Context: an optimization exercise on an open-source flow, tuned for a short achievable clock period and few clock cycles. The choices shown serve that exercise and are no tape-out recipe.
Only simulation tests tie the RTL to the original design; equivalence was not proved.
Power figures rest on the tool's default switching activity, not on a simulated workload.

===== flow/config.mk =====
export PLATFORM = sky130hd
export DESIGN_NAME = cpu_top
export DESIGN_NICKNAME = cpu_top
export VERILOG_FILES = /design/flow/design.v
export SDC_FILE = /design/flow/constraint.sdc
export NUM_CORES = 4
export LEC_CHECK = 0
export CAP_MARGIN = 20
export CORE_MARGIN = 2
export CORE_UTILIZATION = 40
export SLEW_MARGIN = 20

===== flow/constraint.sdc =====
create_clock -name core_clock -period 7.5 [get_ports {clock}]
set_input_delay 1.5000 -clock core_clock [delete_from_list [all_inputs] [get_ports {clock}]]
set_output_delay 1.5000 -clock core_clock [all_outputs]
set_load 0.01 [all_outputs]

===== flow/design.v =====
package isa_pkg;
    localparam int WORD_W   = 64;
    localparam int IMM_W    = 32;
    localparam int SEL_W    = 3;
    localparam int OP_W     = 6;
    localparam int NUM_REGS = 1 << SEL_W;
    localparam int PAD_W = WORD_W - IMM_W - 1 - 3 * SEL_W - OP_W;
    typedef logic [WORD_W-1:0] word_t;
    typedef logic [IMM_W-1:0]  imm_t;
    typedef logic [SEL_W-1:0]  reg_sel_t;
    typedef logic [OP_W-1:0]   opcode_t;
    typedef struct packed {
        imm_t             imm;
        logic [PAD_W-1:0] unused;
        logic             hilo;
        reg_sel_t         dst;
        reg_sel_t         src_b;
        reg_sel_t         src_a;
        opcode_t          op;
    } instr_t;
    typedef enum logic [2:0] {
        FETCH_REQ,
        FETCH_REL,
        EXECUTE,
        STORE_REQ,
        STORE_REL,
        ADVANCE,
        HALTED
    } seq_state_t;
    localparam opcode_t OP_LDI   = 6'd0;
    localparam opcode_t OP_ADD   = 6'd1;
    localparam opcode_t OP_SUB   = 6'd2;
    localparam opcode_t OP_AND   = 6'd3;
    localparam opcode_t OP_OR    = 6'd4;
    localparam opcode_t OP_XOR   = 6'd5;
    localparam opcode_t OP_SHL   = 6'd6;
    localparam opcode_t OP_STORE = 6'd7;
    localparam opcode_t OP_FEQ   = 6'd8;
    localparam opcode_t OP_FLT   = 6'd9;
    localparam opcode_t OP_FAND  = 6'd10;
    localparam opcode_t OP_JMP   = 6'd11;
    localparam opcode_t OP_JF    = 6'd12;
    localparam opcode_t OP_HALT  = 6'd13;
endpackage
package bus_pkg;
    localparam int ADDR_W = 64;
    localparam int DATA_W = 64;
    typedef logic [ADDR_W-1:0] addr_t;
    typedef logic [DATA_W-1:0] data_t;
    typedef struct packed {
        addr_t addr;
        data_t wdata;
        logic  write;
    } mem_req_t;
endpackage
`timescale 1ns/1ps
module reg_bank
(
    input  logic                  clock,
    input  logic                  rst,
    input  isa_pkg::reg_sel_t     sel_a,
    input  isa_pkg::reg_sel_t     sel_b,
    input  logic                  reg_we,
    input  isa_pkg::reg_sel_t     reg_wsel,
    input  isa_pkg::word_t        reg_wdata,
    input  logic                  flag_we,
    input  isa_pkg::reg_sel_t     flag_wsel,
    input  logic                  flag_wdata,
    output isa_pkg::word_t        opnd_a,
    output isa_pkg::word_t        opnd_b,
    output logic                  flag_a,
    output logic                  flag_b
);
    isa_pkg::word_t               regs [0:isa_pkg::NUM_REGS-1];
    logic [isa_pkg::NUM_REGS-1:0] flags;
    always_ff @(posedge clock)
    begin
        if (rst)
        begin
            for (int i = 0; i < isa_pkg::NUM_REGS; i++)
            begin
                regs[i] <= '0;
            end
            flags <= '0;
        end
        else
        begin
            if (reg_we)
            begin
                regs[reg_wsel] <= reg_wdata;
            end
            if (flag_we)
            begin
                flags[flag_wsel] <= flag_wdata;
            end
        end
    end
    assign opnd_a = regs[sel_a];
    assign opnd_b = regs[sel_b];
    assign flag_a = flags[sel_a];
    assign flag_b = flags[sel_b];
endmodule
`timescale 1ns/1ps
module exec_unit
(
    input  logic              clock,
    input  logic              rst,
    input  logic              issue,
    input  isa_pkg::instr_t   fields,
    input  isa_pkg::word_t    opnd_a,
    input  isa_pkg::word_t    opnd_b,
    input  logic              flag_a,
    input  logic              flag_b,
    output logic              reg_we,
    output isa_pkg::reg_sel_t reg_wsel,
    output isa_pkg::word_t    result,
    output logic              flag_we,
    output isa_pkg::reg_sel_t flag_wsel,
    output logic              flag_result
);
    logic              v0_reg;
    logic              v0_flag;
    logic              c_ldi;
    logic              c_sum;
    logic              c_sub;
    logic              c_and;
    logic              c_or;
    logic              c_shl;
    logic              c_feq;
    logic              c_flt;
    logic              hilo0;
    isa_pkg::reg_sel_t dst0;
    isa_pkg::imm_t     imm0;
    isa_pkg::word_t    a0;
    isa_pkg::word_t    b0;
    logic              fand0;
    always_ff @(posedge clock)
    begin
        if (rst)
        begin
            v0_reg  <= 1'b0;
            v0_flag <= 1'b0;
        end
        else
        begin
            v0_reg  <= issue && (fields.op <= isa_pkg::OP_SHL);
            v0_flag <= issue && (fields.op == isa_pkg::OP_FEQ || fields.op == isa_pkg::OP_FLT
                                 || fields.op == isa_pkg::OP_FAND);
        end
    end
    always_ff @(posedge clock)
    begin
        if (issue)
        begin
            c_ldi <= (fields.op == isa_pkg::OP_LDI);
            c_sum <= (fields.op == isa_pkg::OP_ADD) || (fields.op == isa_pkg::OP_SUB);
            c_sub <= (fields.op == isa_pkg::OP_SUB) || (fields.op == isa_pkg::OP_FLT);
            c_and <= (fields.op == isa_pkg::OP_AND);
            c_or  <= (fields.op == isa_pkg::OP_OR);
            c_shl <= (fields.op == isa_pkg::OP_SHL);
            c_feq <= (fields.op == isa_pkg::OP_FEQ);
            c_flt <= (fields.op == isa_pkg::OP_FLT);
            hilo0 <= fields.hilo;
            dst0  <= fields.dst;
            imm0  <= fields.imm;
            a0    <= opnd_a;
            b0    <= opnd_b;
            fand0 <= flag_a & flag_b;
        end
    end
    isa_pkg::word_t bx;
    isa_pkg::word_t sum;
    logic           carry;
    isa_pkg::word_t misc;
    isa_pkg::word_t sh1;
    assign bx           = c_sub ? ~b0 : b0;
    assign {carry, sum} = {1'b0, a0} + {1'b0, bx} + {64'b0, c_sub};
    assign sh1          = a0 << b0[2:0];
    always_comb
    begin
        if (c_ldi)
        begin
            misc = hilo0 ? {imm0, a0[isa_pkg::IMM_W-1:0]} : {32'b0, imm0};
        end
        else if (c_and)
        begin
            misc = a0 & b0;
        end
        else if (c_or)
        begin
            misc = a0 | b0;
        end
        else
        begin
            misc = a0 ^ b0;
        end
    end
    logic              v1_reg;
    logic              v1_flag;
    logic              s1_sum;
    logic              s1_shl;
    isa_pkg::reg_sel_t dst1;
    isa_pkg::word_t    sum1;
    isa_pkg::word_t    misc1;
    isa_pkg::word_t    sh1_1;
    logic [2:0]        shb1;
    logic              fres1;
    always_ff @(posedge clock)
    begin
        if (rst)
        begin
            v1_reg  <= 1'b0;
            v1_flag <= 1'b0;
        end
        else
        begin
            v1_reg  <= v0_reg;
            v1_flag <= v0_flag;
        end
    end
    always_ff @(posedge clock)
    begin
        s1_sum <= c_sum;
        s1_shl <= c_shl;
        dst1   <= dst0;
        sum1   <= sum;
        misc1  <= misc;
        sh1_1  <= sh1;
        shb1   <= b0[5:3];
        fres1  <= c_feq ? (a0 == b0) : c_flt ? ~carry : fand0;
    end
    isa_pkg::word_t sh2;
    assign sh2 = sh1_1 << {shb1, 3'b000};
    assign reg_we      = v1_reg;
    assign reg_wsel    = dst1;
    assign result      = s1_sum ? sum1 : s1_shl ? sh2 : misc1;
    assign flag_we     = v1_flag;
    assign flag_wsel   = dst1;
    assign flag_result = fres1;
endmodule
`timescale 1ns/1ps
module sequencer
(
    input  logic              clock,
    input  logic              rst,
    input  logic              ack,
    input  isa_pkg::word_t    rdata,
    input  isa_pkg::word_t    opnd_a,
    input  isa_pkg::word_t    opnd_b,
    input  logic              flag_a,
    output logic              req,
    output bus_pkg::mem_req_t mem_req,
    output isa_pkg::instr_t   fields,
    output logic              issue,
    output logic              halted
);
    logic            st_fetch;
    logic            st_cap;
    logic            st_dec;
    logic            st_store;
    logic            req_q;
    logic            halted_q;
    bus_pkg::addr_t  pc;
    bus_pkg::addr_t  pc_inc;
    bus_pkg::addr_t  addr_q;
    bus_pkg::data_t  wdata_q;
    logic            write_q;
    isa_pkg::instr_t ir;
    logic            is_store;
    logic            taken;
    bus_pkg::addr_t  target;
    assign is_store = (ir.op == isa_pkg::OP_STORE);
    assign taken    = (ir.op == isa_pkg::OP_JMP) || ((ir.op == isa_pkg::OP_JF) && flag_a);
    assign target   = taken ? {32'b0, ir.imm} : pc_inc;
    always_ff @(posedge clock)
    begin
        if (rst)
        begin
            st_fetch <= 1'b1;
            st_cap   <= 1'b0;
            st_dec   <= 1'b0;
            st_store <= 1'b0;
            req_q    <= 1'b0;
            halted_q <= 1'b0;
            pc       <= '0;
            addr_q   <= '0;
            write_q  <= 1'b0;
        end
        else
        begin
            if (st_fetch)
            begin
                if (req_q && ack)
                begin
                    req_q    <= 1'b0;
                    st_fetch <= 1'b0;
                    if (rdata[isa_pkg::OP_W-1:0] == isa_pkg::OP_HALT)
                    begin
                        halted_q <= 1'b1;
                    end
                    else
                    begin
                        st_cap <= 1'b1;
                    end
                end
                else if (!ack)
                begin
                    req_q <= 1'b1;
                end
            end
            if (st_cap)
            begin
                st_cap <= 1'b0;
                st_dec <= 1'b1;
            end
            if (st_dec)
            begin
                st_dec <= 1'b0;
                req_q  <= !ack;
                if (is_store)
                begin
                    st_store <= 1'b1;
                    addr_q   <= opnd_b;
                    write_q  <= 1'b1;
                end
                else
                begin
                    st_fetch <= 1'b1;
                    addr_q   <= target;
                    pc       <= target;
                end
            end
            if (st_store)
            begin
                if (req_q && ack)
                begin
                    req_q    <= 1'b0;
                    st_store <= 1'b0;
                    st_fetch <= 1'b1;
                    addr_q   <= pc_inc;
                    pc       <= pc_inc;
                    write_q  <= 1'b0;
                end
                else if (!ack)
                begin
                    req_q <= 1'b1;
                end
            end
        end
    end
    always_ff @(posedge clock)
    begin
        pc_inc <= pc + bus_pkg::addr_t'(1);
        if (st_cap)
        begin
            ir <= isa_pkg::instr_t'(rdata);
        end
        if (st_dec && is_store)
        begin
            wdata_q <= opnd_a;
        end
    end
    assign req           = req_q;
    assign mem_req.addr  = addr_q;
    assign mem_req.wdata = wdata_q;
    assign mem_req.write = write_q;
    assign fields        = ir;
    assign issue         = st_dec;
    assign halted        = halted_q;
endmodule
`timescale 1ns/1ps
module cpu_top
(
    input  logic     clock,
    input  logic     rst,
    input  logic     ack,
    input  isa_pkg::word_t    rdata,
    output logic     req,
    output bus_pkg::mem_req_t mem_req,
    output logic     halted
);
    isa_pkg::instr_t   fields;
    isa_pkg::word_t    opnd_a;
    isa_pkg::word_t    opnd_b;
    logic              flag_a;
    logic              flag_b;
    logic              issue;
    logic              reg_we;
    isa_pkg::reg_sel_t reg_wsel;
    isa_pkg::word_t    result;
    logic              flag_we;
    isa_pkg::reg_sel_t flag_wsel;
    logic              flag_result;
    sequencer u_sequencer (
        .clock   (clock),
        .rst     (rst),
        .ack     (ack),
        .rdata   (rdata),
        .opnd_a  (opnd_a),
        .opnd_b  (opnd_b),
        .flag_a  (flag_a),
        .req     (req),
        .mem_req (mem_req),
        .fields  (fields),
        .issue   (issue),
        .halted  (halted)
    );
    reg_bank u_reg_bank (
        .clock      (clock),
        .rst        (rst),
        .sel_a      (fields.src_a),
        .sel_b      (fields.src_b),
        .reg_we     (reg_we),
        .reg_wsel   (reg_wsel),
        .reg_wdata  (result),
        .flag_we    (flag_we),
        .flag_wsel  (flag_wsel),
        .flag_wdata (flag_result),
        .opnd_a     (opnd_a),
        .opnd_b     (opnd_b),
        .flag_a     (flag_a),
        .flag_b     (flag_b)
    );
    exec_unit u_exec_unit (
        .clock       (clock),
        .rst         (rst),
        .issue       (issue),
        .fields      (fields),
        .opnd_a      (opnd_a),
        .opnd_b      (opnd_b),
        .flag_a      (flag_a),
        .flag_b      (flag_b),
        .reg_we      (reg_we),
        .reg_wsel    (reg_wsel),
        .result      (result),
        .flag_we     (flag_we),
        .flag_wsel   (flag_wsel),
        .flag_result (flag_result)
    );
endmodule

===== flow/run.sh =====
#!/bin/bash
# synth_recipe.tcl (not shown) runs the flow's synth.tcl, then flattens the netlist and writes it again
# the make line also repeats each setting of config.mk as NAME=value (left out here)
make -C /OpenROAD-flow-scripts/flow DESIGN_CONFIG=/design/flow/config.mk WORK_HOME=/design/flow/orfs CLKGATE_MAP_FILE= SYNTH_SCRIPT=/design/flow/synth_recipe.tcl finish

==> summary.md, run 1 <==
| Metric | Value |
|---|---|
| Status | `timing/DRC/antenna clean` |
| First-pass GRT wire length | `286200 um` |
| I/O Buffers | `181` |
| Number of flip-flops in the largest register | `512` |
| Syn_area_per_cell | `11.99 um^2` |
| # IOs | `198` |
| CTS tree | `done` |
| Post-synth top area cell | `edfxtp_1` |
| Layout cells sized above 1 | `15.97%` |
| Post-Syn Instances | `5037` |
| Die span in y | `392.5 um` |
| Pin count of the biggest net entering global routing | `75` |
| Sw frac | `23.35%` |
| Dpl hpwl | `138200 um` |
| Setup TNS | `0 ns` |
| Post-route setup slack | `2.456 ns` |
| Final setup viols | `0` |
| Post-DRT Antenna Nets | `0` |
| Clock power frac | `44.5%` |
| CP peak stage delay | `0.77 ns` |
| Routed wl met2 | `93340 um` |
| Final net count | `5341` |
| Clock sinks | `1215` |
| Async SR Flop Fraction | `0%` |
| Synth top area cells | `edfxtp_1 (40%), dfxtp_1 (14%), mux4_2 (12%)` |
| Hold Crit Class | `reg -> reg` |
| Post_cts resized | `0` |
| Peak VDD IR | `233.3 uV` |
| Synthesized Nets | `5301` |
| Num rows | `142` |
| Worst-path cell chain | `buf_4 > xor2_1 > inv_1 > fa_1 > nor2b_1 > o31a_1 > o2111ai_1 > a211o_1 > nand4_1 > nand4b_1 > a211oi_2 > a31oi_1 > o22a_1` |
| Root Buffer | `clkbuf_16` |
| Core box area | `149800 um^2` |
| Grt ovf | `0` |
| Total power | `0.01465 W` |
| H-tree levels | `4` |
| Clock latency on the worst-skew pair | `0.80 ns` |
| Crit path kind | `reg -> reg` |
| Post-place instance area | `64120 um^2` |
| Comb pwr share | `5.2%` |
| P_int | `0.01123 W` |
| CTS Buf Count | `131` |
| Slew Limit Fails | `0` |
| Buffers inserted by post-CTS timing repair | `0` |
| Main flop type after synthesis | `edfxtp_1` |
| Maximum fanout along the worst path | `38` |
| Placed cell count | `6960` |
| Setup crit end kind | `flip-flop` |
| Startpoint Class | `flip-flop` |
| Power density over the cells | `214.0 nW/um^2` |
| Die Area | `154100 um^2` |
| Period minus WS final | `5.044 ns` |
| Post-route DRC | `0` |
| Seq/Total Area, Yosys | `53.50%` |
| Initial Util | `40.31%` |
| Fill count | `13526` |
| Wl on met1 | `80490 um` |
| Die X | `392.5 um` |
| Leak Pwr | `24.99 nW` |
| WP buf/inv | `2` |
| Synth Register Bits | `1215` |
| CP Data Required Time | `8.18 ns` |
| Number of antenna violations at the first check in global routing | `10` |
| Cell Area, Synth | `60380 um^2` |
| Iter 0 DRT Violations | `4721` |
| Worst slew pin tran | `1.202 ns` |
| Slew Limit Headroom | `19.87%` |
| DR pass1 iterations | `6` |
| Ys Warns | `3` |
| Clock transition at the registers of the reported paths | `0.06 ns` |
| Highest routed metal layer | `met5` |
| Hold Vio Cnt, Final | `0` |
| Clk buf depth | `3` |
| Area Growth Syn to Fin | `13.35%` |
| Top delay family on crit path | `compound AO/OA/AOI/OAI gates` |
| DP Worst Slack | `2.171 ns` |
| Critical path's slowest cell | `edfxtp_1` |
| Fmax | `0.1982 GHz` |
| GRT Util Overall | `25.73%` |
| Routed Wire Length | `199400 um` |
| Vias in the first global route | `41534` |
| Sequential power share | `50.4%` |
| Synth top area share | `39.64%` |
| Hold_buf cts | `0` |
| Synth cell types | `86` |
| Clock Skew | `0.04008 ns` |
| EDFF count, synth | `797` |
| Detailed-route via count | `42356` |
| WL/cell | `27.67 um` |
| NetSw | `0.003420 W` |
| Non-Filler Instances | `7205` |
| Drt via density | `5.879` |
| Routed wl met3 | `15620 um` |
| Final Instance Area | `68440 um^2` |
| GP Congestion | `0.9913` |
| Max cap viols | `0` |
| Crit path DAT | `5.72 ns` |
| Crit share post-route | `67.26%` |
| RSZ-0062 raised after global routing | `false` |
| Biggest register | `u_reg_bank.regs` |
## per-layer routing
metal,vias to the layer above,track usage (%)
met5,-,0
met3,392,4.315
li1,18665,-
met1,21381,34.14
met4,8,12.13
met2,1910,41.12
## per-stage QoR
stage	hold WS [ns]	utilization [%]
3_3_place_gp	0.3254	42.81
5_1_grt	0.3485	45.69
3_5_place_dp	0.3293	42.81
6_report	0.3401	45.70
4_1_cts	0.3430	45.68
2_1_floorplan	0.3233	-
## layout by cell type, fill, tap and decap left out, drive strengths merged, types with 7 or more instances in the layout
cell type / synthesis / routed
o221ai: 12 / 12
mux4: 316 / 316
o21bai: 51 / 51
nor3b: 7 / 7
nand2: 363 / 363
o32a: 8 / 8
and2: 13 / 13
nor3: 33 / 33
xor2: 101 / 101
a21oi: 376 / 376
mux2: 175 / 175
nand4: 36 / 36
edfxtp: 797 / 797
nor2b: 26 / 26
nand3: 51 / 51
a22oi: 44 / 44
clkbuf: 265 / 176
mux2i: 128 / 128
dfxtp: 418 / 418
a221o: 26 / 26
and3: 29 / 29
clkdlybuf4s50: 0 / 180
clkinv: 1 / 46
a21o: 31 / 31
a211oi: 101 / 101
a31oi: 13 / 13
nor2: 710 / 710
xnor2: 81 / 81
or3: 10 / 10
inv: 211 / 219
nor4: 24 / 24
o21ai: 183 / 183
nand2b: 17 / 17
ha: 196 / 196
a22o: 32 / 32
buf: 77 / 69
## cells by family after synthesis
| group | count (synthesis) | share of synthesized area, % |
|---|---|---|
| muxes | 619 | 17.19 |
| buffers and inverters | 554 | 3.490 |
| AOI/OAI and AO/OA | 930 | 9.638 |
| adders and majority gates | 197 | 4.095 |
| DFF | 1215 | 53.50 |
| xor gates and xnor gates | 182 | 2.640 |
| and+or+nand+nor | 1340 | 9.445 |
## Yosys cell counts, drive strengths merged, types with 128 or more instances
library cell / number
edfxtp: 797
nor2: 710
dfxtp: 418
a21oi: 376
nand2: 363
mux4: 316
clkbuf: 265
inv: 211
ha: 196
o21ai: 183
mux2: 175
mux2i: 128
## worst paths after layout
path	startpoint	endpoint	slack (ns)	depth (start not counted)
setup reg to reg	u_exec_unit.c_sub$_DFFE_PP_	u_exec_unit.fres1$_DFF_P_	2.46	13
hold / removal	u_exec_unit.dst0[1]$_DFFE_PP_	u_exec_unit.dst1[1]$_DFF_P_	0.34	0
setup / recovery	u_exec_unit.c_sub$_DFFE_PP_	u_exec_unit.fres1$_DFF_P_	2.46	13
hold reg to reg	u_exec_unit.dst0[1]$_DFFE_PP_	u_exec_unit.dst1[1]$_DFF_P_	0.34	0
## layout make-up
class	instances	area, um^2	area share, %
Clock buffer	176	3611	5.276
Inverter	212	795.8	1.163
Multi-Input combinational cell	3268	26130	38.17
Timing Repair Buffer	249	2345	3.426
Clock inverter	65	695.7	1.016
Tap cell	2016	2522	3.686
Sequential cell	1215	32340	47.25
Antenna cell	4	10.01	0.01463
## power by group through the flow
stage | Clock, W | Sequential, W | Combinational (W)
after detailed placement | 0 | 0.00752 | 0.000747
final | 0.00651 | 0.00738 | 0.000757
after global placement | 0 | 0.00751 | 0.000742
after global routing | 0.00685 | 0.00739 | 0.000793
after floorplan | 0 | 0.00747 | 0.000476
after CTS | 0.00660 | 0.00738 | 0.000751
Testbench counts, summed over its fixed seeds: cycles 122,077.
==> inputs of run 2 (changes only) <==
--- a/flow/config.mk
+++ b/flow/config.mk
@@ -7,2 +7,3 @@
 export LEC_CHECK = 0
+export ABC_CLOCK_PERIOD_IN_PS = 2000
 export CAP_MARGIN = 20
@@ -10,2 +11,3 @@
 export CORE_UTILIZATION = 40
+export SETUP_SLACK_MARGIN = 5
 export SLEW_MARGIN = 20
==> summary.md, run 2 <==
| Metric | Value |
|---|---|
| Status | `timing/DRC/antenna clean` |
| WP buf/inv | `3 (+1)` |
| Crit path DAT | `4.43 ns (-1.29 ns)` |
| I/O Buffers | `181 (unchanged)` |
| Setup crit end kind | `flip-flop` |
| Area Growth Syn to Fin | `23.16%` |
| Root Buffer | `clkbuf_16` |
| Hold Crit Class | `reg -> reg` |
| Crit path kind | `reg -> reg` |
| EDFF count, synth | `797 (unchanged)` |
| Max cap viols | `0 (unchanged)` |
| Worst-path cell chain | `buf_12 > buf_12 > buf_4 > xor2_2 > ha_4 > o211ai_1 > a32oi_2 > o311a_4 > o211ai_4 > a31oi_4 > a211o_4 > o31ai_4 > or3_4 > a221oi_2` |
| Layout cells sized above 1 | `30.38% (+14 points)` |
| Number of flip-flops in the largest register | `512 (unchanged)` |
| Commonest cells in the netlist | `edfxtp_1 (797), nor2_1 (709), dfxtp_1 (418)` |
| Maximum fanout along the worst path | `7 (-82%)` |
| Critical path's slowest cell | `edfxtp_1` |
| Num rows | `142 (unchanged)` |
| Top delay family on crit path | `compound AO/OA/AOI/OAI gates` |
| Post-synth top area cell | `edfxtp_1` |
| Pin count of the biggest net entering global routing | `75 (unchanged)` |
| Ys Warns | `3 (unchanged)` |
| DR pass1 iterations | `6 (unchanged)` |
| R2r endpoint | `u_exec_unit.sum1[61]$_DFF_P_` |
| Highest-count cells in the layout ignoring fill and taps | `edfxtp_1 (797), nor2_1 (695), dfxtp_1 (322)` |
| Iter 0 DRT Violations | `5255 (+11%)` |
| Peak VDD IR | `181.2 uV (-22%)` |
| Final setup viols | `0 (unchanged)` |
| Slew Limit Fails | `0 (unchanged)` |
| GRT Util Overall | `28.24% (+2.5 points)` |
| Synth cell types | `86 (unchanged)` |
| Drt via density | `6.038 (+2.7%)` |
| R2R setup slack | `3.75 ns (+1.30 ns)` |
| Synth top area share | `39.64% (unchanged)` |
| Synth top area cells | `edfxtp_1 (40%), dfxtp_1 (14%), mux4_2 (12%)` |
| Biggest register | `u_reg_bank.regs` |
| Leak Pwr | `27.60 nW (+10%)` |
| RSZ-0062 raised after global routing | `true` |
| WL/cell | `29.75 um (+7.5%)` |
| Async SR Flop Fraction | `0% (unchanged)` |
| Die span in y | `392.5 um (unchanged)` |
| CP peak stage delay | `0.51 ns (-0.26 ns)` |
| Post-Syn Instances | `5037 (unchanged)` |
| Routed Wire Length | `221800 um (+11%)` |
| Synthesized Nets | `5301 (unchanged)` |
| HP Start | `u_exec_unit.dst0[2]$_DFFE_PP_` |
| First-pass GRT wire length | `310600 um (+8.5%)` |
| Worst slew pin tran | `1.129 ns (-0.07327 ns)` |
| Critical path depth | `14 (+1)` |
| Cell mode on critical path | `buf_12` |
| Crit share post-route | `49.99% (-17 points)` |
| Vias in the first global route | `43472 (+4.7%)` |
| Detailed-route via count | `45016 (+6.3%)` |
| Main flop type after synthesis | `edfxtp_1` |
| Synth Register Bits | `1215 (unchanged)` |
| CP Data Required Time | `8.18 ns (about the same)` |
| CTS tree | `done` |
| H-tree levels | `4 (unchanged)` |
| Fmax | `0.2667 GHz (+35%)` |
| Power density over the cells | `202.2 nW/um^2 (-5.5%)` |
| Setup TNS | `0 ns (unchanged)` |
| Grt ovf | `0 (unchanged)` |
| Clock transition at the registers of the reported paths | `0.06 ns (about the same)` |
| Hold Vio Cnt, Final | `0 (unchanged)` |
| Final Instance Area | `74360 um^2 (+8.6%)` |
| Initial Util | `40.31% (unchanged)` |
| Count leader, synth | `edfxtp_1` |
| Post-DRT Antenna Nets | `0 (unchanged)` |
| Fill count | `12979 (-4.0%)` |
| Cell Area, Synth | `60380 um^2 (unchanged)` |
| Reg2Reg Depth | `14 (+1)` |
| Slew Limit Headroom | `23.96% (+4.1 points)` |
| Period minus WS final | `3.749 ns (-1.295 ns)` |
| # IOs | `198 (unchanged)` |
| CTS Buf Count | `132 (+0.76%)` |
| Min-Delay Endpoint | `u_exec_unit.dst1[2]$_DFF_P_` |
| Clock sinks | `1215 (unchanged)` |
| Reg-to-Reg Start | `u_exec_unit.c_sub$_DFFE_PP_` |
| Startpoint Class | `flip-flop` |
| Number of antenna violations at the first check in global routing | `7 (-3)` |
| Most common cell after layout, fill and taps aside | `edfxtp_1` |
| Clock Skew | `0.04530 ns (+0.005215 ns)` |
| Clock latency on the worst-skew pair | `0.81 ns (about the same)` |
| Dpl hpwl | `139700 um (+1.1%)` |
| Final net count | `5595 (+4.8%)` |
| Post-route DRC | `0 (unchanged)` |
| Post-place instance area | `64430 um^2 (+0.48%)` |
| Die Area | `154100 um^2 (unchanged)` |
| WHS Path Cells | `0 (unchanged)` |
| Die X | `392.5 um (unchanged)` |
| GP Congestion | `1.020 (+2.9%)` |
| Clk buf depth | `3 (unchanged)` |
| Core box area | `149800 um^2 (unchanged)` |
| Syn_area_per_cell | `11.99 um^2 (unchanged)` |
| Seq/Total Area, Yosys | `53.50% (unchanged)` |
[run 2: report_power, final]
| group | total (W) | switching (W) | internal, W |
|---|---|---|---|
| combinational | 0.000913 | 0.000527 | 0.000386 |
| sequential | 0.00737 | 0.000105 | 0.00726 |
| clock | 0.00676 | 0.00282 | 0.00394 |
[run 2: what timing repair did]
action,4_1_cts,5_1_grt
endpoints found under the setup margin,1630,869
resized for setup,1109,255
pin swaps,126,81
setup buffers,153,59
hold buffers,0,0
gates cloned,29,9
[run 2: kinds of logic after synthesis]
family	count (synthesis)	share of synthesized area [%]
AO/OA/AOI/OAI	930	9.638
XOR/XNOR	182	2.640
adder cells (fa/ha/maj)	197	4.095
buffers and inverters	554	3.490
flip-flops	1215	53.50
multiplexers	619	17.19
AND/OR/NAND/NOR	1340	9.445
[run 2: routing by layer]
layer	track usage (%)	share of wire, %	up-vias
met5	0	0.0036	-
met1	37.61	39	22877
met2	43.55	45	2457
met3	5.811	10	486
met4	14.59	5.6	2
li1	-	-	19194
[run 2: final cells by class]
class,count,area [um^2],share of cell area (%)
Timing Repair inverter,1,5.005,0.006731
Clock buffer,184,3765,5.063
Inverter,212,814.5,1.095
Antenna cell,2,5.005,0.006731
Clock inverter,57,665.6,0.8952
Timing Repair Buffer,485,5221,7.022
Sequential cell,1215,32470,43.66
Multi-Input combinational cell,3284,28890,38.86
Tap cell,2016,2522,3.392
[run 2: worst max-delay path by stage]
| stage | startpoint | endpoint | slack (ns) |
|---|---|---|---|
| final | u_exec_unit.c_sub$_DFFE_PP_ | u_exec_unit.sum1[61]$_DFF_P_ | 3.75 |
| after global routing | u_exec_unit.c_sub$_DFFE_PP_ | u_exec_unit.sum1[58]$_DFF_P_ | 3.70 |
| after CTS | u_exec_unit.c_sub$_DFFE_PP_ | u_exec_unit.sum1[49]$_DFF_P_ | 3.81 |
| after detailed placement | u_exec_unit.c_sub$_DFFE_PP_ | u_exec_unit.sum1[61]$_DFF_P_ | 2.44 |
| after global placement | u_exec_unit.c_sub$_DFFE_PP_ | u_exec_unit.sum1[61]$_DFF_P_ | 2.49 |
| after floorplan | u_exec_unit.b0[1]$_DFFE_PP_ | u_exec_unit.fres1$_DFF_P_ | 4.27 |
[run 2: metrics by stage]
stage	setup slack (ns)	utilization [%]	total power, W	hold WS, ns	instances
6_report	3.751	49.65	0.01504	0.3410	7456
5_1_grt	3.700	49.64	0.01540	0.3494	7454
4_1_cts	3.808	48.40	0.01504	0.3416	7386
3_5_place_dp	2.444	43.01	0.008271	0.3278	6963
3_3_place_gp	2.494	43.01	0.008257	0.3233	6963
2_1_floorplan	4.271	-	0.007948	0.3233	5037
==> inputs of run 3 (changes only) <==
--- a/flow/config.mk
+++ b/flow/config.mk
@@ -10,3 +10,4 @@
 export CORE_MARGIN = 2
-export CORE_UTILIZATION = 40
+export CORE_UTILIZATION = 60
+export PLACE_DENSITY = 0.7
 export SETUP_SLACK_MARGIN = 5
==> summary.md, run 3 <==
| Metric | Value |
|---|---|
| Post-route DRC | `0 (unchanged)` |
| Worst slew pin tran | `1.104 ns (-0.02514 ns)` |
| Biggest register | `u_reg_bank.regs` |
| I/O Buffers | `181 (unchanged)` |
| CP Data Required Time | `8.18 ns (about the same)` |
| Area Growth Syn to Fin | `21.15%` |
| Crit share post-route | `48.58% (-1.4 points)` |
| H-tree levels | `4 (unchanged)` |
| Peak VDD IR | `203.5 uV (+12%)` |
| Clock Skew | `0.03245 ns (-0.01285 ns)` |
| Commonest cells in the netlist | `edfxtp_1 (797), nor2_1 (709), dfxtp_1 (418)` |
| Power density over the cells | `202.8 nW/um^2 (+0.27%)` |
| Post-Syn Instances | `5037 (unchanged)` |
| Drt via density | `6.840 (+13%)` |
| Root Buffer | `clkbuf_16` |
| Startpoint Class | `flip-flop` |
| Count leader, synth | `edfxtp_1` |
| Clock sinks | `1215 (unchanged)` |
| Final net count | `5592 (-0.054%)` |
| Core box area | `99860 um^2 (-33%)` |
| Worst-path cell chain | `buf_6 > buf_12 > xor2_1 > ha_1 > a211oi_2 > nand2_1 > o311a_4 > o211ai_4 > a31oi_4 > a211o_4 > o31ai_4 > mux2i_1 > and4_1` |
| GP Congestion | `1.024 (+0.41%)` |
| DR pass1 iterations | `6 (unchanged)` |
| Crit path DAT | `4.32 ns (-0.11 ns)` |
| Number of antenna violations at the first check in global routing | `13 (+6)` |
| Dpl hpwl | `133100 um (-4.8%)` |
| Die span in y | `321.2 um (-18%)` |
| Leak Pwr | `27.54 nW (-0.22%)` |
| GRT Util Overall | `41.09% (+13 points)` |
| Critical path's slowest cell | `edfxtp_1` |
| Highest-count cells in the layout ignoring fill and taps | `edfxtp_1 (797), nor2_1 (686), nand2_1 (325), dfxtp_1 (325), mux4_2 (316)` |
| Clock latency on the worst-skew pair | `0.77 ns (-0.04 ns)` |
| Routed Wire Length | `216200 um (-2.6%)` |
| # IOs | `198 (unchanged)` |
| WL/cell | `32.08 um (+7.8%)` |
| Main flop type after synthesis | `edfxtp_1` |
| Seq/Total Area, Yosys | `53.50% (unchanged)` |
| CP peak stage delay | `0.45 ns (-0.06 ns)` |
| Vias in the first global route | `43898 (+0.98%)` |
| Cell Area, Synth | `60380 um^2 (unchanged)` |
| Setup crit end kind | `flip-flop` |
| WP buf/inv | `2 (-1)` |
| Synth top area share | `39.64% (unchanged)` |
| Post-DRT Antenna Nets | `0 (unchanged)` |
| Die X | `321.2 um (-18%)` |
| EDFF count, synth | `797 (unchanged)` |
| Synth Register Bits | `1215 (unchanged)` |
| Initial Util | `60.47% (+20 points)` |
| Iter 0 DRT Violations | `6498 (+24%)` |
| Crit path kind | `reg -> reg` |
| Pin count of the biggest net entering global routing | `85 (+13%)` |
| RSZ-0062 raised after global routing | `true` |
| Maximum fanout along the worst path | `8 (+1)` |
| Period minus WS final | `3.644 ns (-0.1054 ns)` |
| Post-synth top area cell | `edfxtp_1` |
| Slew Limit Fails | `0 (unchanged)` |
| Setup TNS | `0 ns (unchanged)` |
| Status | `timing/DRC/antenna clean` |
| Layout cells sized above 1 | `29.84% (-0.54 points)` |
| Grt ovf | `0 (unchanged)` |
| Hold_buf cts | `0 (unchanged)` |
| Ys Warns | `3 (unchanged)` |
| Final setup viols | `0 (unchanged)` |
| Synthesized Nets | `5301 (unchanged)` |
| Synth cell types | `86 (unchanged)` |
| Hold Vio Cnt, Final | `0 (unchanged)` |
| CTS tree | `done` |
| Max cap viols | `0 (unchanged)` |
| Detailed-route via count | `46090 (+2.4%)` |
| Most common cell after layout, fill and taps aside | `edfxtp_1` |
| Hold Crit Class | `reg -> reg` |
| Num rows | `116 (-18%)` |
| CTS Buf Count | `130 (-1.5%)` |
| Number of flip-flops in the largest register | `512 (unchanged)` |
| DP Worst Slack | `2.626 ns (+0.1813 ns)` |
| Post-route setup slack | `3.856 ns (+0.1054 ns)` |
| Syn_area_per_cell | `11.99 um^2 (unchanged)` |
| Fmax | `0.2745 GHz (+2.9%)` |
| Slew Limit Headroom | `25.65% (+1.7 points)` |
| Clock transition at the registers of the reported paths | `0.06 ns (about the same)` |
| Top delay family on crit path | `compound AO/OA/AOI/OAI gates` |
| Synth top area cells | `edfxtp_1 (40%), dfxtp_1 (14%), mux4_2 (12%)` |
| Die Area | `103200 um^2 (-33%)` |
| Async SR Flop Fraction | `0% (unchanged)` |
| First-pass GRT wire length | `303100 um (-2.4%)` |
| Clk buf depth | `3 (unchanged)` |
==> run 3: cell counts after synthesis <==
Identical to the previous run, type by type.
==> run 3: worst reg2reg max path, cell delays in order, from the launching register on <==
cell      delay (ns)
edfxtp_1        0.45
buf_6           0.16
buf_12          0.15
xor2_1          0.17
ha_1            0.31
a211oi_2        0.29
nand2_1         0.14
o311a_4         0.36
o211ai_4        0.22
a31oi_4         0.18
a211o_4         0.41
o31ai_4         0.31
mux2i_1         0.24
and4_1          0.19
==> run 3: path summary, 6_finish.rpt <==
kind	start	end	slack [ns]	cells past startpoint
worst max-delay path	u_exec_unit.c_sub$_DFFE_PP_	u_exec_unit.sum1[49]$_DFF_P_	3.86	13
worst min-delay path	u_exec_unit.c_sum$_DFFE_PP_	u_exec_unit.s1_sum$_DFF_P_	0.34	0
worst max register to register	u_exec_unit.c_sub$_DFFE_PP_	u_exec_unit.sum1[49]$_DFF_P_	3.86	13
worst min register to register	u_exec_unit.c_sum$_DFFE_PP_	u_exec_unit.s1_sum$_DFF_P_	0.34	0
==> run 3: layout make-up <==
cell class | count | area, um^2
Fill cell | 6614 | 26710
Clock buffer | 175 | 3578
Sequential cell | 1215 | 32480
Multi-Input combinational cell | 3283 | 28610
Timing Repair Buffer | 486 | 5326
Tap cell | 1298 | 1624
Inverter | 212 | 809.5
Antenna cell | 5 | 12.51
Clock inverter | 64 | 700.7
==> run 3: power by group <==
group          internal [W]  leakage (nW)  switching (W)
registers           0.00726          11.4       0.000113
logic              0.000386          14.0       0.000532
clock network       0.00379          2.09        0.00275
total                0.0114          27.5        0.00340
==> run 3: what timing repair did <==
| action | 4_1_cts | 5_1_grt |
|---|---|---|
| cloned | 33 | 10 |
| gates resized for setup | 1068 | 240 |
| setup buffers | 156 | 57 |
| pin swaps | 79 | 101 |
| endpoints found under the setup margin | 1587 | 1154 |
==> run 3: metrics by stage <==
step	cell area [um^2]	utilization (%)	cells	total power, W	hold WS [ns]
2_1_floorplan	61100	-	5037	0.007948	0.3233
3_3_place_gp	63470	63.57	6238	0.008243	0.3271
3_5_place_dp	63470	63.57	6238	0.008264	0.3293
4_1_cts	71430	71.53	6666	0.01478	0.3439
5_1_grt	73140	73.24	6734	0.01515	0.3598
6_report	73150	73.25	6738	0.01483	0.3442
==> run 3: cells by family after synthesis <==
| logic type | count (synthesis) | synth area share, % |
|---|---|---|
| AND/OR/NAND/NOR | 1340 | 9.445 |
| AO/OA/AOI/OAI | 930 | 9.638 |
| multiplexers | 619 | 17.19 |
| adder cells (fa/ha/maj) | 197 | 4.095 |
| flip-flops | 1215 | 53.50 |
| XOR/XNOR | 182 | 2.640 |
| buffers and inverters | 554 | 3.490 |
==> run 3: per-layer routing <==
layer / GRT usage [%] / routed length (um) / vias to the layer above
li1: - / - / 19224
met2: 60.16 / 94480 / 3343
met4: 22.02 / 13120 / 8
met5: 0 / 74 / -
met1: 55.69 / 78020 / 22871
met3: 11.84 / 30460 / 644
==> inputs of run 4 (changes only) <==
--- a/flow/design.v
+++ b/flow/design.v
@@ -113,2 +113,3 @@
     input  logic              flag_b,
+    input  isa_pkg::word_t    a_q,
     output logic              reg_we,
@@ -120,4 +121,7 @@
 );
+    logic              dec_sub;
     logic              v0_reg;
     logic              v0_flag;
+    logic              v1_reg;
+    logic              v1_flag;
     logic              c_ldi;
@@ -133,5 +137,5 @@
     isa_pkg::imm_t     imm0;
-    isa_pkg::word_t    a0;
-    isa_pkg::word_t    b0;
+    isa_pkg::word_t    b_q;
     logic              fand0;
+    assign dec_sub = (fields.op == isa_pkg::OP_SUB) || (fields.op == isa_pkg::OP_FLT);
     always_ff @(posedge clock)
@@ -142,2 +146,4 @@
             v0_flag <= 1'b0;
+            v1_reg  <= 1'b0;
+            v1_flag <= 1'b0;
         end
@@ -148,2 +154,4 @@
                                  || fields.op == isa_pkg::OP_FAND);
+            v1_reg  <= v0_reg;
+            v1_flag <= v0_flag;
         end
@@ -156,3 +164,3 @@
             c_sum <= (fields.op == isa_pkg::OP_ADD) || (fields.op == isa_pkg::OP_SUB);
-            c_sub <= (fields.op == isa_pkg::OP_SUB) || (fields.op == isa_pkg::OP_FLT);
+            c_sub <= dec_sub;
             c_and <= (fields.op == isa_pkg::OP_AND);
@@ -165,4 +173,3 @@
             imm0  <= fields.imm;
-            a0    <= opnd_a;
-            b0    <= opnd_b;
+            b_q   <= dec_sub ? ~opnd_b : opnd_b;
             fand0 <= flag_a & flag_b;
@@ -170,10 +177,20 @@
     end
-    isa_pkg::word_t bx;
-    isa_pkg::word_t sum;
+    logic           c32;
+    isa_pkg::word_t sh1;
+    logic [31:0]    lo_unused;
+    assign {c32_d, lo_unused} = {1'b0, a_q[31:0]} + {1'b0, b_q[31:0]} + {32'b0, c_sub};
+    logic c32_d;
+    always_ff @(posedge clock)
+    begin
+        c32 <= c32_d;
+        sh1 <= a_q << b_q[2:0];
+    end
+    logic [31:0]    sum_lo;
+    logic [31:0]    sum_hi;
     logic           carry;
     isa_pkg::word_t misc;
-    isa_pkg::word_t sh1;
-    assign bx           = c_sub ? ~b0 : b0;
-    assign {carry, sum} = {1'b0, a0} + {1'b0, bx} + {64'b0, c_sub};
-    assign sh1          = a0 << b0[2:0];
+    isa_pkg::word_t shl;
+    assign sum_lo          = a_q[31:0] + b_q[31:0] + {31'b0, c_sub};
+    assign {carry, sum_hi} = {1'b0, a_q[63:32]} + {1'b0, b_q[63:32]} + {32'b0, c32};
+    assign shl             = sh1 << {b_q[5:3], 3'b000};
     always_comb
@@ -182,3 +199,3 @@
         begin
-            misc = hilo0 ? {imm0, a0[isa_pkg::IMM_W-1:0]} : {32'b0, imm0};
+            misc = hilo0 ? {imm0, a_q[isa_pkg::IMM_W-1:0]} : {32'b0, imm0};
         end
@@ -186,3 +203,3 @@
         begin
-            misc = a0 & b0;
+            misc = a_q & b_q;
         end
@@ -190,25 +207,3 @@
         begin
-            misc = a0 | b0;
-        end
-        else
-        begin
-            misc = a0 ^ b0;
-        end
-    end
-    logic              v1_reg;
-    logic              v1_flag;
-    logic              s1_sum;
-    logic              s1_shl;
-    isa_pkg::reg_sel_t dst1;
-    isa_pkg::word_t    sum1;
-    isa_pkg::word_t    misc1;
-    isa_pkg::word_t    sh1_1;
-    logic [2:0]        shb1;
-    logic              fres1;
-    always_ff @(posedge clock)
-    begin
-        if (rst)
-        begin
-            v1_reg  <= 1'b0;
-            v1_flag <= 1'b0;
+            misc = a_q | b_q;
         end
@@ -216,25 +211,11 @@
         begin
-            v1_reg  <= v0_reg;
-            v1_flag <= v0_flag;
+            misc = a_q ^ b_q;
         end
     end
-    always_ff @(posedge clock)
-    begin
-        s1_sum <= c_sum;
-        s1_shl <= c_shl;
-        dst1   <= dst0;
-        sum1   <= sum;
-        misc1  <= misc;
-        sh1_1  <= sh1;
-        shb1   <= b0[5:3];
-        fres1  <= c_feq ? (a0 == b0) : c_flt ? ~carry : fand0;
-    end
-    isa_pkg::word_t sh2;
-    assign sh2 = sh1_1 << {shb1, 3'b000};
     assign reg_we      = v1_reg;
-    assign reg_wsel    = dst1;
-    assign result      = s1_sum ? sum1 : s1_shl ? sh2 : misc1;
+    assign reg_wsel    = dst0;
+    assign result      = c_sum ? {sum_hi, sum_lo} : c_shl ? shl : misc;
     assign flag_we     = v1_flag;
-    assign flag_wsel   = dst1;
-    assign flag_result = fres1;
+    assign flag_wsel   = dst0;
+    assign flag_result = c_feq ? (a_q == b_q) : c_flt ? ~carry : fand0;
 endmodule
@@ -254,2 +235,3 @@
     output logic              issue,
+    output isa_pkg::word_t    a_q,
     output logic              halted
@@ -260,5 +242,5 @@
     logic            st_store;
+    logic            st_post;
     logic            req_q;
     logic            halted_q;
-    bus_pkg::addr_t  pc;
     bus_pkg::addr_t  pc_inc;
@@ -282,5 +264,5 @@
             st_store <= 1'b0;
+            st_post  <= 1'b0;
             req_q    <= 1'b0;
             halted_q <= 1'b0;
-            pc       <= '0;
             addr_q   <= '0;
@@ -329,3 +311,2 @@
                     addr_q   <= target;
-                    pc       <= target;
                 end
@@ -338,6 +319,3 @@
                     st_store <= 1'b0;
-                    st_fetch <= 1'b1;
-                    addr_q   <= pc_inc;
-                    pc       <= pc_inc;
-                    write_q  <= 1'b0;
+                    st_post  <= 1'b1;
                 end
@@ -348,2 +326,9 @@
             end
+            if (st_post)
+            begin
+                st_post  <= 1'b0;
+                st_fetch <= 1'b1;
+                addr_q   <= pc_inc;
+                write_q  <= 1'b0;
+            end
         end
@@ -352,8 +337,8 @@
     begin
-        pc_inc <= pc + bus_pkg::addr_t'(1);
         if (st_cap)
         begin
-            ir <= isa_pkg::instr_t'(rdata);
+            ir     <= isa_pkg::instr_t'(rdata);
+            pc_inc <= addr_q + bus_pkg::addr_t'(1);
         end
-        if (st_dec && is_store)
+        if (st_dec)
         begin
@@ -368,2 +353,3 @@
     assign issue         = st_dec;
+    assign a_q           = wdata_q;
     assign halted        = halted_q;
@@ -387,2 +373,3 @@
     logic              issue;
+    isa_pkg::word_t    a_q;
     logic              reg_we;
@@ -405,2 +392,3 @@
         .issue   (issue),
+        .a_q     (a_q),
         .halted  (halted)
@@ -432,2 +420,3 @@
         .flag_b      (flag_b),
+        .a_q         (a_q),
         .reg_we      (reg_we),
==> summary.md, run 4 <==
| Metric | Value |
|---|---|
| Area Growth Syn to Fin | `30.14%` |
| Iter 0 DRT Violations | `7015 (+8.0%)` |
| # IOs | `198 (unchanged)` |
| Slew Limit Fails | `0 (unchanged)` |
| Setup crit end kind | `flip-flop` |
| Top delay family on crit path | `compound AO/OA/AOI/OAI gates` |
| Critical path's slowest cell | `edfxtp_1` |
| Synth top area cells | `edfxtp_1 (45%), mux4_2 (13%), dfxtp_1 (5.7%)` |
| Number of antenna violations at the first check in global routing | `3 (-10)` |
| Post-place instance area | `56070 um^2 (-12%)` |
| Detailed-route via count | `44145 (-4.2%)` |
| Routed Wire Length | `207800 um (-3.9%)` |
| Maximum fanout along the worst path | `8 (unchanged)` |
| Synthesized Nets | `4722 (-11%)` |
| Vias in the first global route | `41142 (-6.3%)` |
| Grt ovf | `0 (unchanged)` |
| Status | `timing/DRC/antenna clean` |
| Biggest register | `u_reg_bank.regs` |
| Highest-count cells in the layout ignoring fill and taps | `edfxtp_1 (797), nor2_1 (546), mux4_2 (316)` |
| Final Instance Area | `68870 um^2 (-5.8%)` |
| WL/cell | `33.19 um (+3.4%)` |
| Crit share post-route | `49.04% (+0.46 points)` |
| Pin count of the biggest net entering global routing | `78 (-8.2%)` |
| CP peak stage delay | `0.46 ns (about the same)` |
| Main flop type after synthesis | `edfxtp_1` |
| Fmax | `0.2719 GHz (-0.94%)` |
| DR pass1 iterations | `6 (unchanged)` |
| Hold Vio Cnt, Final | `0 (unchanged)` |
| Leak Pwr | `25.88 nW (-6.0%)` |
| CTS tree | `done` |
| Clk buf depth | `3 (unchanged)` |
| Ys Warns | `3 (unchanged)` |
| Period minus WS final | `3.678 ns (+0.03460 ns)` |
| Fill count | `4987 (-25%)` |
| Synth Register Bits | `949 (-22%)` |
| Setup TNS | `0 ns (unchanged)` |
| EDFF count, synth | `797 (unchanged)` |
| Die Area | `90600 um^2 (-12%)` |
| Layout cells sized above 1 | `36.76% (+6.9 points)` |
| RSZ-0062 raised after global routing | `true` |
| Num rows | `108 (-6.9%)` |
| Synth top area share | `45.22% (+5.6 points)` |
| Die span in y | `301.0 um (-6.3%)` |
| Dpl hpwl | `117600 um (-12%)` |
| GRT Util Overall | `43.66% (+2.6 points)` |
| Most common cell after layout, fill and taps aside | `edfxtp_1` |
| Root Buffer | `clkbuf_16` |
| Startpoint Class | `flip-flop` |
| Synth cell types | `77 (-10%)` |
| Core box area | `87020 um^2 (-13%)` |
| GP Congestion | `1.029 (+0.47%)` |
| Post-DRT Antenna Nets | `0 (unchanged)` |
| First-pass GRT wire length | `283500 um (-6.5%)` |
| Syn_area_per_cell | `11.71 um^2 (-2.3%)` |
| H-tree levels | `3 (-1)` |
| Clock transition at the registers of the reported paths | `0.06 ns (about the same)` |
| Clock Skew | `0.05591 ns (+0.02346 ns)` |
| Post-route DRC | `0 (unchanged)` |
| Hold_buf cts | `0 (unchanged)` |
| Async SR Flop Fraction | `0% (unchanged)` |
| Commonest cells in the netlist | `edfxtp_1 (797), nor2_1 (685), nand2_1 (332)` |
| CTS Buf Count | `99 (-24%)` |
| CP Data Required Time | `7.94 ns (-0.24 ns)` |
| Worst-path cell chain | `buf_12 > inv_16 > fa_2 > inv_2 > fa_2 > a21o_1 > a21oi_2 > o211a_1 > o31ai_4 > buf_12 > buf_4 > a31oi_4 > buf_6 > o311ai_4 > xnor2_2 > a21oi_2 > buf_6 > nor2_1` |
| Count leader, synth | `edfxtp_1` |
| Crit path DAT | `4.12 ns (-0.20 ns)` |
| Drt via density | `7.051 (+3.1%)` |
| Number of flip-flops in the largest register | `512 (unchanged)` |
| Final hold slack | `0.4599 ns (+0.1156 ns)` |
| Post-synth top area cell | `edfxtp_1` |
| Cell Area, Synth | `52920 um^2 (-12%)` |
| I/O Buffers | `181 (unchanged)` |
| Worst slew pin tran | `1.400 ns (+0.2963 ns)` |
| Peak VDD IR | `239.7 uV (+18%)` |
| Final net count | `5220 (-6.7%)` |
| WP buf/inv | `7 (+5)` |
| Clock latency on the worst-skew pair | `0.74 ns (-0.03 ns)` |
| Max cap viols | `0 (unchanged)` |
| Power density over the cells | `174.4 nW/um^2 (-14%)` |
| Initial Util | `60.82% (+0.35 points)` |
| Hold Crit Class | `reg -> reg` |
| Crit path kind | `reg -> reg` |
| Slew Limit Headroom | `6.170% (-19 points)` |
| Clock sinks | `949 (-22%)` |
| Post-Syn Instances | `4518 (-10%)` |
| Seq/Total Area, Yosys | `50.97% (-2.5 points)` |
| Die X | `301.0 um (-6.3%)` |
| Final setup viols | `0 (unchanged)` |
-- run 4: cell count changes after synthesis, sizes merged, moves of 63 or more --
cell   before  now
xor2      101   35
ha        196  133
a21oi     376  241
mux2i     128  202
mux2      175   80
dfxtp     418  152
-- run 4: cell families (layout without fill, tap and decap cells) --
kind of cell,Yosys count,after routing,synth area share (%)
xor+xnor,174,174,2.879
simple gates,1323,1340,10.65
fa+ha+maj,137,137,3.296
mux,598,598,18.97
flops,949,949,50.97
other cells,0,3,0
buf+inv,555,1123,3.991
compound gates,782,782,9.244
-- run 4: area by class of cell --
| cell class | count | area [um^2] | area share, % |
|---|---|---|---|
| diodes | 3 | 7.507 | 0.01090 |
| clock buffers | 124 | 2653 | 3.851 |
| clock inverters | 64 | 701.9 | 1.019 |
| inverters | 207 | 815.8 | 1.184 |
| multi-input cells | 3031 | 27670 | 40.17 |
| flip-flops and latches | 949 | 27220 | 39.52 |
| well taps | 1155 | 1445 | 2.098 |
| repair buffers | 728 | 8364 | 12.14 |
-- run 4: metrics by stage --
step / setup WS [ns] / cells / total power [W] / utilization [%]
final: 3.822 / 6261 / 0.01201 / 79.15
after global routing: 3.727 / 6258 / 0.01221 / 79.14
after CTS: 3.922 / 6158 / 0.01187 / 75.35
after detailed placement: 2.540 / 5577 / 0.006721 / 64.43
after global placement: 2.573 / 5577 / 0.006700 / 64.43
after floorplan: 4.067 / 4518 / 0.006455 / -
-- run 4: timing repair --
action | CTS | global route
buffers inserted | 348 | 91
gates resized for setup | 1155 | 557
endpoints found under the setup margin | 1430 | 1056
pin swaps | 110 | 194
gates cloned | 45 | 9
-- run 4: power breakdown --
group          internal (W)  total (W)  switching [W]
clock network       0.00294    0.00516        0.00222
registers           0.00582    0.00592       0.000100
logic              0.000424   0.000932       0.000507
-- run 4: final timing paths --
check                                                   from                                   end  slack (ns)  cells after the start
worst min register to register  u_sequencer.ir[14]$_DFFE_PP_         u_exec_unit.dst0[2]$_DFFE_PP_        0.46                      0
worst max register to register  u_exec_unit.b_q[0]$_DFFE_PP_  u_reg_bank.regs[3][22]$_SDFFCE_PN0P_        3.82                     18
worst min-delay path            u_sequencer.ir[14]$_DFFE_PP_         u_exec_unit.dst0[2]$_DFFE_PP_        0.46                      0
worst max-delay path            u_exec_unit.b_q[0]$_DFFE_PP_  u_reg_bank.regs[3][22]$_SDFFCE_PN0P_        3.82                     18
-- run 4: layer usage --
metal | up-vias | wire, um | share of wire, % | GRT usage, %
li1 | 17826 | - | - | -
met1 | 21713 | 71090 | 34 | 59.82
met2 | 3786 | 90070 | 43 | 62.90
met3 | 812 | 31000 | 15 | 11.49
met4 | 8 | 15580 | 7.5 | 26.19
met5 | - | 38 | 0.018 | 0
Testbench counts of run 4, summed over its fixed seeds: cycles 122,077.
==> inputs of run 5 (changes only) <==
--- a/flow/design.v
+++ b/flow/design.v
@@ -113,3 +113,2 @@
     input  logic              flag_b,
-    input  isa_pkg::word_t    a_q,
     output logic              reg_we,
@@ -126,2 +125,4 @@
     logic              v1_flag;
+    logic              v2_reg;
+    logic              v2_flag;
     logic              c_ldi;
@@ -137,2 +138,3 @@
     isa_pkg::imm_t     imm0;
+    isa_pkg::word_t    a_q;
     isa_pkg::word_t    b_q;
@@ -148,2 +150,4 @@
             v1_flag <= 1'b0;
+            v2_reg  <= 1'b0;
+            v2_flag <= 1'b0;
         end
@@ -156,2 +160,4 @@
             v1_flag <= v0_flag;
+            v2_reg  <= v1_reg;
+            v2_flag <= v1_flag;
         end
@@ -173,2 +179,3 @@
             imm0  <= fields.imm;
+            a_q   <= opnd_a;
             b_q   <= dec_sub ? ~opnd_b : opnd_b;
@@ -179,5 +186,11 @@
     isa_pkg::word_t sh1;
+    logic           c32_d;
     logic [31:0]    lo_unused;
-    assign {c32_d, lo_unused} = {1'b0, a_q[31:0]} + {1'b0, b_q[31:0]} + {32'b0, c_sub};
-    logic c32_d;
+    prefix_add #(.W(32)) u_add_c32 (
+        .a    (a_q[31:0]),
+        .b    (b_q[31:0]),
+        .cin  (c_sub),
+        .sum  (lo_unused),
+        .cout (c32_d)
+    );
     always_ff @(posedge clock)
@@ -190,6 +203,19 @@
     logic           carry;
+    logic           carry_lo;
     isa_pkg::word_t misc;
     isa_pkg::word_t shl;
-    assign sum_lo          = a_q[31:0] + b_q[31:0] + {31'b0, c_sub};
-    assign {carry, sum_hi} = {1'b0, a_q[63:32]} + {1'b0, b_q[63:32]} + {32'b0, c32};
+    prefix_add #(.W(32)) u_add_lo (
+        .a    (a_q[31:0]),
+        .b    (b_q[31:0]),
+        .cin  (c_sub),
+        .sum  (sum_lo),
+        .cout (carry_lo)
+    );
+    prefix_add #(.W(32)) u_add_hi (
+        .a    (a_q[63:32]),
+        .b    (b_q[63:32]),
+        .cin  (c32),
+        .sum  (sum_hi),
+        .cout (carry)
+    );
     assign shl             = sh1 << {b_q[5:3], 3'b000};
@@ -214,8 +240,56 @@
     end
-    assign reg_we      = v1_reg;
+    isa_pkg::word_t    res_q;
+    logic              fres_q;
+    always_ff @(posedge clock)
+    begin
+        res_q  <= c_sum ? {sum_hi, sum_lo} : c_shl ? shl : misc;
+        fres_q <= c_feq ? (a_q == b_q) : c_flt ? ~carry : fand0;
+    end
+    assign reg_we      = v2_reg;
     assign reg_wsel    = dst0;
-    assign result      = c_sum ? {sum_hi, sum_lo} : c_shl ? shl : misc;
-    assign flag_we     = v1_flag;
+    assign result      = res_q;
+    assign flag_we     = v2_flag;
     assign flag_wsel   = dst0;
-    assign flag_result = c_feq ? (a_q == b_q) : c_flt ? ~carry : fand0;
+    assign flag_result = fres_q;
+endmodule
+module prefix_add
+#(
+    parameter int W = 32
+)
+(
+    input  logic [W-1:0] a,
+    input  logic [W-1:0] b,
+    input  logic         cin,
+    output logic [W-1:0] sum,
+    output logic         cout
+);
+    localparam int L = 5;   
+    logic [W-1:0] p;
+    logic [W-1:0] gg [0:L];
+    logic [W-1:0] pp [0:L];
+    assign p = a ^ b;
+    always_comb
+    begin
+        gg[0]    = a & b;
+        pp[0]    = p;
+        gg[0][0] = (a[0] & b[0]) | (p[0] & cin);
+        for (int l = 1; l <= L; l++)
+        begin
+            for (int i = 0; i < W; i++)
+            begin
+                if (i >= (1 << (l - 1)))
+                begin
+                    gg[l][i] = gg[l-1][i] | (pp[l-1][i] & gg[l-1][i - (1 << (l - 1))]);
+                    pp[l][i] = pp[l-1][i] & pp[l-1][i - (1 << (l - 1))];
+                end
+                else
+                begin
+                    gg[l][i] = gg[l-1][i];
+                    pp[l][i] = pp[l-1][i];
+                end
+            end
+        end
+    end
+    assign sum  = p ^ {gg[L][W-2:0], cin};
+    assign cout = gg[L][W-1];
 endmodule
@@ -235,3 +309,2 @@
     output logic              issue,
-    output isa_pkg::word_t    a_q,
     output logic              halted
@@ -253,2 +326,5 @@
     bus_pkg::addr_t  target;
+    logic            ld_store;
+    logic            ld_fetch;
+    logic            ld_hold;
     assign is_store = (ir.op == isa_pkg::OP_STORE);
@@ -267,4 +343,2 @@
             halted_q <= 1'b0;
-            addr_q   <= '0;
-            write_q  <= 1'b0;
         end
@@ -304,4 +378,2 @@
                     st_store <= 1'b1;
-                    addr_q   <= opnd_b;
-                    write_q  <= 1'b1;
                 end
@@ -310,3 +382,2 @@
                     st_fetch <= 1'b1;
-                    addr_q   <= target;
                 end
@@ -330,4 +401,2 @@
                 st_fetch <= 1'b1;
-                addr_q   <= pc_inc;
-                write_q  <= 1'b0;
             end
@@ -335,2 +404,12 @@
     end
+    assign ld_store = st_dec && is_store;
+    assign ld_fetch = st_dec && !is_store;
+    assign ld_hold  = !st_dec && !st_post;
+    always_ff @(posedge clock)
+    begin
+        addr_q  <= {64{!rst}} & (({64{ld_store}} & opnd_b) | ({64{ld_fetch}} & target)
+                                 | ({64{st_post}} & pc_inc) | ({64{ld_hold}} & addr_q));
+        write_q <= !rst && (ld_store || (ld_hold && write_q));
+        wdata_q <= ({64{ld_store}} & opnd_a) | ({64{!ld_store}} & wdata_q);
+    end
     always_ff @(posedge clock)
@@ -342,6 +421,2 @@
         end
-        if (st_dec)
-        begin
-            wdata_q <= opnd_a;
-        end
     end
@@ -353,3 +428,2 @@
     assign issue         = st_dec;
-    assign a_q           = wdata_q;
     assign halted        = halted_q;
@@ -373,3 +447,2 @@
     logic              issue;
-    isa_pkg::word_t    a_q;
     logic              reg_we;
@@ -392,3 +465,2 @@
         .issue   (issue),
-        .a_q     (a_q),
         .halted  (halted)
@@ -420,3 +492,2 @@
         .flag_b      (flag_b),
-        .a_q         (a_q),
         .reg_we      (reg_we),
==> summary.md, run 5 <==
| Metric | Value |
|---|---|
| Status | `timing/DRC/antenna clean` |
| Crit path DAT | `3.68 ns (-0.44 ns)` |
| Post-synth top area cell | `edfxtp_1` |
| Slew Limit Fails | `0 (unchanged)` |
| DR pass1 iterations | `6 (unchanged)` |
| Post-DRT Antenna Nets | `0 (unchanged)` |
| Synth top area share | `44.75% (-0.47 points)` |
| Detailed-route via count | `43448 (-1.6%)` |
| Root Buffer | `clkbuf_16` |
| Number of antenna violations at the first check in global routing | `12 (+9)` |
| Routed Wire Length | `209000 um (+0.61%)` |
| Synth cell types | `96 (+25%)` |
| Worst slew pin tran | `1.159 ns (-0.2410 ns)` |
| Post-place instance area | `60760 um^2 (+8.4%)` |
| Die span in y | `314.3 um (+4.4%)` |
| Fmax | `0.3251 GHz (+20%)` |
| Num rows | `113 (+4.6%)` |
| Clock power frac | `43.0% (about the same)` |
| H-tree levels | `3 (unchanged)` |
| Clock transition at the registers of the reported paths | `0.06 ns (about the same)` |
| P_int | `0.01028 W (+12%)` |
| Storage element area | `30570 um^2 (+12%)` |
| Initial Util | `60.72% (-0.099 points)` |
| First-pass GRT wire length | `292200 um (+3.1%)` |
| Die X | `314.3 um (+4.4%)` |
| Leak Pwr | `25.94 nW (+0.24%)` |
| CTS tree | `done` |
| WHS Path Cells | `0 (unchanged)` |
| Period minus WS final | `3.076 ns (-0.6018 ns)` |
| GP Congestion | `1.067 (+3.7%)` |
| Startpoint Class | `flip-flop` |
| Clock Skew | `0.02355 ns (-0.03236 ns)` |
| Count leader, synth | `edfxtp_1` |
| Clk buf depth | `3 (unchanged)` |
| Seq/Total Area, Yosys | `52.44% (+1.5 points)` |
| Synth top area cells | `edfxtp_1 (45%), mux4_2 (13%), dfxtp_1 (7.7%)` |
| R2R setup slack | `4.42 ns (+0.60 ns)` |
| Fill count | `6271 (+26%)` |
| Final setup viols | `0 (unchanged)` |
| RSZ-0062 raised after global routing | `true` |
| Iter 0 DRT Violations | `6601 (-5.9%)` |
| Die Area | `98790 um^2 (+9.0%)` |
| Dpl hpwl | `124900 um (+6.2%)` |
| GRT Util Overall | `41.54% (-2.1 points)` |
| Max cap viols | `0 (unchanged)` |
| NetSw | `0.003073 W (+8.6%)` |
| EDFF count, synth | `861 (+8.0%)` |
| Grt ovf | `0 (unchanged)` |
| Main flop type after synthesis | `edfxtp_1` |
| Synth Register Bits | `1083 (+14%)` |
| Vias in the first global route | `41056 (-0.21%)` |
| Clock sinks | `1083 (+14%)` |
| Power density over the cells | `192.0 nW/um^2 (+10%)` |
| Area Growth Syn to Fin | `20.32%` |
| Final Instance Area | `69510 um^2 (+0.92%)` |
| Multi-input logic area | `27260 um^2 (-1.5%)` |
| Worst-path cell chain | `inv_1 > ha_2 > nand2_1 > o21ai_0 > o21ai_4 > o31a_1 > o21a_1 > o221a_4` |
| Biggest register | `u_reg_bank.regs` |
| Ys Warns | `6 (+3)` |
| DP Worst Slack | `3.455 ns (+0.9152 ns)` |
| Final net count | `5058 (-3.1%)` |
| Core box area | `95150 um^2 (+9.3%)` |
| Pin count of the biggest net entering global routing | `107 (+37%)` |
| Post-route setup slack | `4.424 ns (+0.6018 ns)` |
| Most common cell after layout, fill and taps aside | `edfxtp_1` |
| Drt via density | `6.985 (-0.93%)` |
| Commonest cells in the netlist | `edfxtp_1 (861), and2_1 (523), mux4_2 (330)` |
| CP Data Required Time | `8.11 ns (+0.17 ns)` |
| Post-Syn Instances | `4553 (+0.77%)` |
| Highest-count cells in the layout ignoring fill and taps | `edfxtp_1 (861), and2_1 (522), mux4_2 (330)` |
| Sw frac | `23.02% (-0.54 points)` |
| Comb pwr share | `6.7% (-1.1 points)` |
| Cell Area, Synth | `57770 um^2 (+9.2%)` |
| CTS Buf Count | `110 (+11%)` |
| Synthesized Nets | `4758 (+0.76%)` |
| Critical path's slowest cell | `o21ai_0` |
| Layout cells sized above 1 | `29.99% (-6.8 points)` |
| Peak VDD IR | `208.4 uV (-13%)` |
| Setup crit end kind | `flip-flop` |
| Reg2Reg Depth | `8 (-10)` |
| Clock latency on the worst-skew pair | `0.73 ns (about the same)` |
| Number of flip-flops in the largest register | `512 (unchanged)` |
| CP peak stage delay | `0.79 ns (+0.33 ns)` |
| WL/cell | `33.61 um (+1.3%)` |
| I/O Buffers | `181 (unchanged)` |
| Syn_area_per_cell | `12.69 um^2 (+8.3%)` |
| Crit share post-route | `41.02% (-8.0 points)` |
| Maximum fanout along the worst path | `7 (-1)` |
| Async SR Flop Fraction | `0% (unchanged)` |
| Hold Crit Class | `reg -> reg` |
| Crit path kind | `reg -> reg` |
| Hold_buf cts | `0 (unchanged)` |
| Slew Limit Headroom | `22.15% (+16 points)` |
| Post-route DRC | `0 (unchanged)` |
| Setup TNS | `0 ns (unchanged)` |
| # IOs | `198 (unchanged)` |
| Hold Vio Cnt, Final | `0 (unchanged)` |
| Sequential power share | `50.3% (+1.0 points)` |
## run 5: changes by cell type after synthesis, moves of 39 or more
cell      delta
clkbuf_1    -39
nand2_1     -60
a221oi_1    +56
edfxtp_1    +64
nor2_1     -492
a211oi_1    -39
a21oi_1     -74
and2_1     +510
dfxtp_1     +70
buf_2       +45
## run 5: cells by family (layout without fill, tap and decap cells)
| kind of cell | after synthesis | in the layout | share of synthesized area, % |
|---|---|---|---|
| multiplexers | 607 | 607 | 17.85 |
| buffers and inverters | 527 | 914 | 3.783 |
| AO/OA/AOI/OAI | 746 | 746 | 8.550 |
| adder cells (fa/ha/maj) | 138 | 138 | 3.041 |
| XOR/XNOR | 165 | 165 | 2.501 |
| AND/OR/NAND/NOR | 1287 | 1298 | 11.83 |
| flip-flops | 1083 | 1083 | 52.44 |
| other | 0 | 4 | 0 |
## run 5: layout make-up
class	instances	share of cell area, %
diodes	4	0.01440
clock buffers	140	4.210
clock inverters	70	1.132
inverters	178	1.039
multi-input cells	2954	39.21
flip-flops and latches	1083	43.97
well taps	1265	2.277
repair buffers	526	8.140
## run 5: per-stage QoR
stage / utilization (%) / instances / hold slack [ns] / power, W
floorplan: - / 4553 / 0.4003 / 0.007293
detailed placement: 63.86 / 5725 / 0.4142 / 0.007596
finish: 73.05 / 6220 / 0.4318 / 0.01335
CTS: 71.29 / 6121 / 0.4286 / 0.01330
global route: 73.04 / 6216 / 0.4511 / 0.01363
global placement: 63.86 / 5725 / 0.4086 / 0.007580
## run 5: worst max-delay path: cells and delay by family (launching register included)
kind	cells	cell delay [ns]
adder cells (fa/ha/maj)	1	0.49
AND/OR/NAND/NOR	1	0.07
AO/OA/AOI/OAI	5	1.87
buffers and inverters	1	0.07
flip-flops	1	0.45
## run 5: what timing repair did
item	CTS	global route
setup endpoints to repair	1423	843
hold endpoints to repair	0	0
cloned	30	7
buffers inserted	156	88
gates resized for setup	1072	179
pin swaps	77	74
## run 5: worst paths after layout
check | start | to
max | u_exec_unit.b_q[9]$_DFFE_PP_ | u_exec_unit.res_q[24]$_DFF_P_
min | u_sequencer.ir[12]$_DFFE_PP_ | u_exec_unit.dst0[0]$_DFFE_PP_
max reg2reg | u_exec_unit.b_q[9]$_DFFE_PP_ | u_exec_unit.res_q[24]$_DFF_P_
min reg2reg | u_sequencer.ir[12]$_DFFE_PP_ | u_exec_unit.dst0[0]$_DFFE_PP_
## run 5: per-layer routing
| layer | wire (um) | up-vias | GRT usage, % |
|---|---|---|---|
| li1 | - | 17797 | - |
| met1 | 77870 | 21834 | 58.71 |
| met2 | 91140 | 3243 | 60.68 |
| met3 | 29330 | 568 | 11.57 |
| met4 | 10670 | 6 | 17.86 |
| met5 | 40 | - | 0 |
## run 5: power by group through the flow
stage | Clock (W) | Sequential, W | Combinational, W
2_1_floorplan | 0 | 0.00681 | 0.000486
3_3_place_gp | 0 | 0.00685 | 0.000734
3_5_place_dp | 0 | 0.00686 | 0.000739
4_1_cts | 0.00575 | 0.00670 | 0.000840
5_1_grt | 0.00599 | 0.00672 | 0.000925
6_report | 0.00574 | 0.00671 | 0.000900
Testbench counts of run 5, summed over its fixed seeds: cycles 122,077.

## re-timing with driven ports
Ports are ideal in the flow. The routed layouts listed here were re-timed in OpenROAD. Step 1: set_driving_cell puts a clkbuf_16 on clock and a buf_2 on each other input, an assumption about the parent block. Step 2, shift: input delay + t, output delay - t, t = (earliest + latest rising clock arrival at the registers) / 2. This alone moves slack from input paths to output paths. Three values: no drivers, after step 1, after step 2; two values: the first two.
run | t (ns) | setup WS [ns]
run 1 | 0.862 | 2.456 / 2.456 / 2.110
run 2 | 0.877 | 3.751 / 3.751 / 3.751
run 3 | 0.833 | 3.856 / 3.856 / 3.856
run 4 | 0.785 | 3.822 / 3.822 / 3.822
run 5 | 0.793 | 4.424 / 4.424 / 4.205
After both steps every run listed still meets setup and hold.
